This is an optimization exercise on Yosys and OpenROAD, whose aim is small area, a short achievable clock period and few clock cycles, not a production implementation.

==> module dehaze_top, before the edit <==
module dehaze_top (
    input  logic        clk,
    input  logic        rst,
    input  logic        in_req,
    output logic        in_ack,
    input  logic [23:0] in_pix,      
    output logic        out_req,
    input  logic        out_ack,
    output logic [23:0] out_pix,     
    output logic        out_last
);
    logic        i_full;            
    logic [23:0] ipix;
    logic [23:0] ch [0:8];          
    logic [5:0]  cnt;               
    logic [3:0]  nold;              
    logic        oraw;              
    logic        pin;               
    logic        pdr;               
    logic [6:0]  gain;
    logic [7:0]  vm [0:7];          
    logic [7:0]  v3p;               
    logic [7:0]  pmin;              
    function automatic logic lt8(input logic [7:0] a, input logic [7:0] b);
        lt8 = 1'b0;
        for (int i = 0; i < 8; i++) lt8 = (~a[i] & b[i]) | (~(a[i] & ~b[i]) & lt8);
    endfunction
    function automatic logic [7:0] min2(input logic [7:0] a, input logic [7:0] b);
        min2 = lt8(a, b) ? a : b;
    endfunction
    function automatic logic [7:0] min3(input logic [23:0] p);
        logic rg, rb, gb;
        rg = lt8(p[23:16], p[15:8]);
        rb = lt8(p[23:16], p[7:0]);
        gb = lt8(p[15:8], p[7:0]);
        min3 = (rg && rb) ? p[23:16] : (!rg && gb) ? p[15:8] : p[7:0];
    endfunction
    function automatic logic [7:0] recover(input logic [7:0] c, input logic [6:0] g);
        logic [7:0]  u;
        logic [13:0] s, k, pp, ns, nk;
        logic [14:0] p;
        u = ~c;
        s = {6'b0, u & {8{g[0]}}};
        k = 14'd0;
        for (int j = 1; j < 6; j++) begin
            pp = {6'b0, u & {8{g[j]}}} << j;
            ns = s ^ k ^ pp;
            nk = ((s & k) | (s & pp) | (k & pp)) << 1;
            s  = ns;
            k  = nk;
        end
        p = {1'b0, s + k} | (g[6] ? {1'b0, u, 6'b0} : 15'd0);
        recover = (|p[14:12]) ? 8'd0 : ~p[11:4];
    endfunction
    logic [7:0] m_new, m_up, v3, dark, pm_new, vm_new;
    logic [3:0] nnew;
    logic       out_free, do_in, do_drain, c8_valid, interior;
    assign m_new  = min3(ipix);
    assign m_up   = min3(ch[7]);
    assign v3     = min2(vm[7], m_new);
    assign dark   = min2(min2(pmin, vm[7]), m_new);
    assign pm_new = min2(min2(v3p, vm[7]), m_new);
    assign vm_new = min2(m_up, m_new);
    assign nnew     = (cnt > 6'd8) ? 4'd9 : cnt[3:0];
    assign out_free = (!oraw && !out_req) || (out_req && out_ack);
    assign do_in    = i_full && !pin && out_free;
    assign do_drain = !i_full && !pdr && (nold != 4'd0) && out_free;
    assign c8_valid = (nold != 4'd0) || (cnt > 6'd8);
    assign interior = (cnt[2:1] != 2'd0) && (cnt[5:4] != 2'd0);
    always_ff @(posedge clk or posedge rst) begin
        if (rst) begin
            i_full  <= 1'b0;
            in_ack  <= 1'b0;
            cnt     <= '0;
            nold    <= '0;
            oraw    <= 1'b0;
            out_req <= 1'b0;
            pin     <= 1'b0;
            pdr     <= 1'b0;
        end else begin
            if (in_req && !in_ack && (!i_full || pin)) begin
                i_full <= 1'b1;
                in_ack <= 1'b1;
            end else begin
                if (in_ack && !in_req) in_ack <= 1'b0;
                if (pin) i_full <= 1'b0;
            end
            pin <= do_in;
            pdr <= do_drain;
            if (pin) begin
                cnt <= cnt + 1'b1;
                if (cnt == 6'd63) nold <= 4'd9;
                else if (nold != 4'd0) nold <= nold - 1'b1;
            end else if (pdr) begin
                nold <= nold - 1'b1;
            end
            if (out_req && out_ack) out_req <= 1'b0;
            if (oraw && !out_ack) begin
                oraw    <= 1'b0;
                out_req <= 1'b1;
            end
            if ((do_in && c8_valid) || do_drain) oraw <= 1'b1;
        end
    end
    always_ff @(posedge clk) begin
        if (!i_full || pin) ipix <= in_pix;
        if (pin) begin
            ch[0] <= ipix;
            vm[0] <= vm_new;
            for (int k = 1; k < 8; k++) vm[k] <= vm[k-1];
            v3p  <= v3;
            pmin <= pm_new;
        end
        for (int k = 1; k < 9; k++) begin
            if (pin || (pdr && nnew < 4'(k))) ch[k] <= ch[k-1];
        end
        if (do_in || do_drain) begin
            out_pix  <= ch[8];
            out_last <= (nold == 4'd1);
            gain     <= (do_in && interior) ? dehaze_pkg::gain_lut(dark) : 7'd16;
        end else if (oraw && !out_ack) begin
            out_pix[23:16] <= recover(out_pix[23:16], gain);
            out_pix[15:8]  <= recover(out_pix[15:8], gain);
            out_pix[7:0]   <= recover(out_pix[7:0], gain);
        end
    end
endmodule
==> flow/config.mk <==
export PLATFORM = sky130hd
export DESIGN_NAME = dehaze_top
export DESIGN_NICKNAME = dehaze_top
export VERILOG_FILES = /design/flow/design.v
export SDC_FILE = /design/flow/constraint.sdc
export NUM_CORES = 4
export LEC_CHECK = 0
export CAP_MARGIN = 50
export CORE_MARGIN = 2
export CORE_UTILIZATION = 70
export SLEW_MARGIN = 50
==> flow/constraint.sdc <==
create_clock -name core_clock -period 25.0 [get_ports {clk}]
set_input_delay 5.0000 -clock core_clock [delete_from_list [all_inputs] [get_ports {clk}]]
set_output_delay 5.0000 -clock core_clock [all_outputs]
set_load 0.01 [all_outputs]
standard.sh (not shown) runs the stock make flow with config.mk's settings and CLKGATE_MAP_FILE= SYNTH_SCRIPT=/design/flow/synth_recipe.tcl, a recipe that flattens the netlist after the stock synthesis.
==> flow/flow/run.sh <==
#!/bin/bash
# Own flow: the standard synthesis, then the standard ORFS layout with the
# platform's delay cells kept out of buffering and resizing (they otherwise end
# up as port and wire buffers). Each step's output goes to its own log here.
set -euo pipefail
PLATFORM_DONT_USE="sky130_fd_sc_hd__probe_p_8 sky130_fd_sc_hd__probec_p_8 sky130_fd_sc_hd__lpflow_bleeder_1 sky130_fd_sc_hd__lpflow_clkbufkapwr_1 sky130_fd_sc_hd__lpflow_clkbufkapwr_16 sky130_fd_sc_hd__lpflow_clkbufkapwr_2 sky130_fd_sc_hd__lpflow_clkbufkapwr_4 sky130_fd_sc_hd__lpflow_clkbufkapwr_8 sky130_fd_sc_hd__lpflow_clkinvkapwr_1 sky130_fd_sc_hd__lpflow_clkinvkapwr_16 sky130_fd_sc_hd__lpflow_clkinvkapwr_2 sky130_fd_sc_hd__lpflow_clkinvkapwr_4 sky130_fd_sc_hd__lpflow_clkinvkapwr_8 sky130_fd_sc_hd__lpflow_decapkapwr_12 sky130_fd_sc_hd__lpflow_decapkapwr_3 sky130_fd_sc_hd__lpflow_decapkapwr_4 sky130_fd_sc_hd__lpflow_decapkapwr_6 sky130_fd_sc_hd__lpflow_decapkapwr_8 sky130_fd_sc_hd__lpflow_inputiso0n_1 sky130_fd_sc_hd__lpflow_inputiso0p_1 sky130_fd_sc_hd__lpflow_inputiso1n_1 sky130_fd_sc_hd__lpflow_inputiso1p_1 sky130_fd_sc_hd__lpflow_inputisolatch_1 sky130_fd_sc_hd__lpflow_isobufsrc_1 sky130_fd_sc_hd__lpflow_isobufsrc_16 sky130_fd_sc_hd__lpflow_isobufsrc_2 sky130_fd_sc_hd__lpflow_isobufsrc_4 sky130_fd_sc_hd__lpflow_isobufsrc_8 sky130_fd_sc_hd__lpflow_isobufsrckapwr_16 sky130_fd_sc_hd__lpflow_lsbuf_lh_hl_isowell_tap_1 sky130_fd_sc_hd__lpflow_lsbuf_lh_hl_isowell_tap_2 sky130_fd_sc_hd__lpflow_lsbuf_lh_hl_isowell_tap_4 sky130_fd_sc_hd__lpflow_lsbuf_lh_isowell_4 sky130_fd_sc_hd__lpflow_lsbuf_lh_isowell_tap_1 sky130_fd_sc_hd__lpflow_lsbuf_lh_isowell_tap_2 sky130_fd_sc_hd__lpflow_lsbuf_lh_isowell_tap_4"
DELAY_CELLS="sky130_fd_sc_hd__clkdlybuf4s15_1 sky130_fd_sc_hd__clkdlybuf4s15_2 sky130_fd_sc_hd__clkdlybuf4s18_1 sky130_fd_sc_hd__clkdlybuf4s18_2 sky130_fd_sc_hd__clkdlybuf4s25_1 sky130_fd_sc_hd__clkdlybuf4s25_2 sky130_fd_sc_hd__clkdlybuf4s50_1 sky130_fd_sc_hd__clkdlybuf4s50_2 sky130_fd_sc_hd__dlygate4sd1_1 sky130_fd_sc_hd__dlygate4sd2_1 sky130_fd_sc_hd__dlygate4sd3_1 sky130_fd_sc_hd__dlymetal6s2s_1 sky130_fd_sc_hd__dlymetal6s4s_1 sky130_fd_sc_hd__dlymetal6s6s_1"
bash standard.sh synth > synth.log 2>&1
bash standard.sh "DONT_USE_CELLS=$PLATFORM_DONT_USE $DELAY_CELLS" finish > layout.log 2>&1
test -s out/final.def
The first run finished clean.
Edit:
--- a/flow/design.v
+++ b/flow/design.v
@@ -281,6 +281,7 @@
     logic [5:0]  cnt;               
     logic [3:0]  nold;              
     logic        oraw;              
+    logic        ordy;              
     logic        pin;               
     logic        pdr;               
     logic [6:0]  gain;
@@ -328,7 +329,7 @@
     assign pm_new = min2(min2(v3p, vm[7]), m_new);
     assign vm_new = min2(m_up, m_new);
     assign nnew     = (cnt > 6'd8) ? 4'd9 : cnt[3:0];
-    assign out_free = (!oraw && !out_req) || (out_req && out_ack);
+    assign out_free = (!oraw && !ordy && !out_req) || (out_req && out_ack);
     assign do_in    = i_full && !pin && out_free;
     assign do_drain = !i_full && !pdr && (nold != 4'd0) && out_free;
     assign c8_valid = (nold != 4'd0) || (cnt > 6'd8);
@@ -340,6 +341,7 @@
             cnt     <= '0;
             nold    <= '0;
             oraw    <= 1'b0;
+            ordy    <= 1'b0;
             out_req <= 1'b0;
             pin     <= 1'b0;
             pdr     <= 1'b0;
@@ -361,11 +363,9 @@
                 nold <= nold - 1'b1;
             end
             if (out_req && out_ack) out_req <= 1'b0;
-            if (oraw && !out_ack) begin
-                oraw    <= 1'b0;
-                out_req <= 1'b1;
-            end
-            if ((do_in && c8_valid) || do_drain) oraw <= 1'b1;
+            if ((oraw || ordy) && !out_ack) out_req <= 1'b1;
+            ordy <= (oraw || ordy) && out_ack;
+            oraw <= (do_in && c8_valid) || do_drain;
         end
     end
     always_ff @(posedge clk) begin
@@ -380,14 +380,14 @@
         for (int k = 1; k < 9; k++) begin
             if (pin || (pdr && nnew < 4'(k))) ch[k] <= ch[k-1];
         end
-        if (do_in || do_drain) begin
-            out_pix  <= ch[8];
-            out_last <= (nold == 4'd1);
-            gain     <= (do_in && interior) ? dehaze_pkg::gain_lut(dark) : 7'd16;
-        end else if (oraw && !out_ack) begin
+        gain <= (i_full && interior) ? dehaze_pkg::gain_lut(dark) : 7'd16;
+        if (oraw) begin
             out_pix[23:16] <= recover(out_pix[23:16], gain);
             out_pix[15:8]  <= recover(out_pix[15:8], gain);
             out_pix[7:0]   <= recover(out_pix[7:0], gain);
+        end else if (do_in || do_drain) begin
+            out_pix  <= ch[8];
+            out_last <= (nold == 4'd1);
         end
     end
 endmodule
What happened:
- The changed run completed without violations
- area after synthesis is higher slightly
- setup slack is better by 0.24 ns
- core utilization rises by 0.81 points
- global-route usage grows by 2.7 points
- wire length increases by roughly a tenth
No run of this note included a check of the RTL's function; only the layout flow was run.

## port drivers added, routing unchanged
In the flow no input, the clock included, has a driving cell. The finished layouts below were timed again as built, in two steps.
Step 1 assumes that a clkbuf_16 drives the clock port and a buf_2 every other input.
Step 2 moves the port delays by t, midway between the first and last clock arrival at a register: inputs arrive t later, outputs are due t later. That takes back most of the time a late clock gives input paths.
Slacks: no drivers / after step 1 / after step 2; pairs: no drivers / after step 1.
| run | t, ns | slack for setup (ns) | worst setup path at the end | cell pins on the clock port's net |
|---|---|---|---|---|
| the first run | 0.571 | 18.441 / 18.458 / 17.887 | input to register | 1 |
| the second run | 0.594 | 18.676 / 18.624 / 18.288 | input to register | 1 |
After both steps setup and hold are still met in every run listed. The setup slack of the first run, which loses most, moves by +0.017 ns with the drivers and by -0.554 ns with both steps.
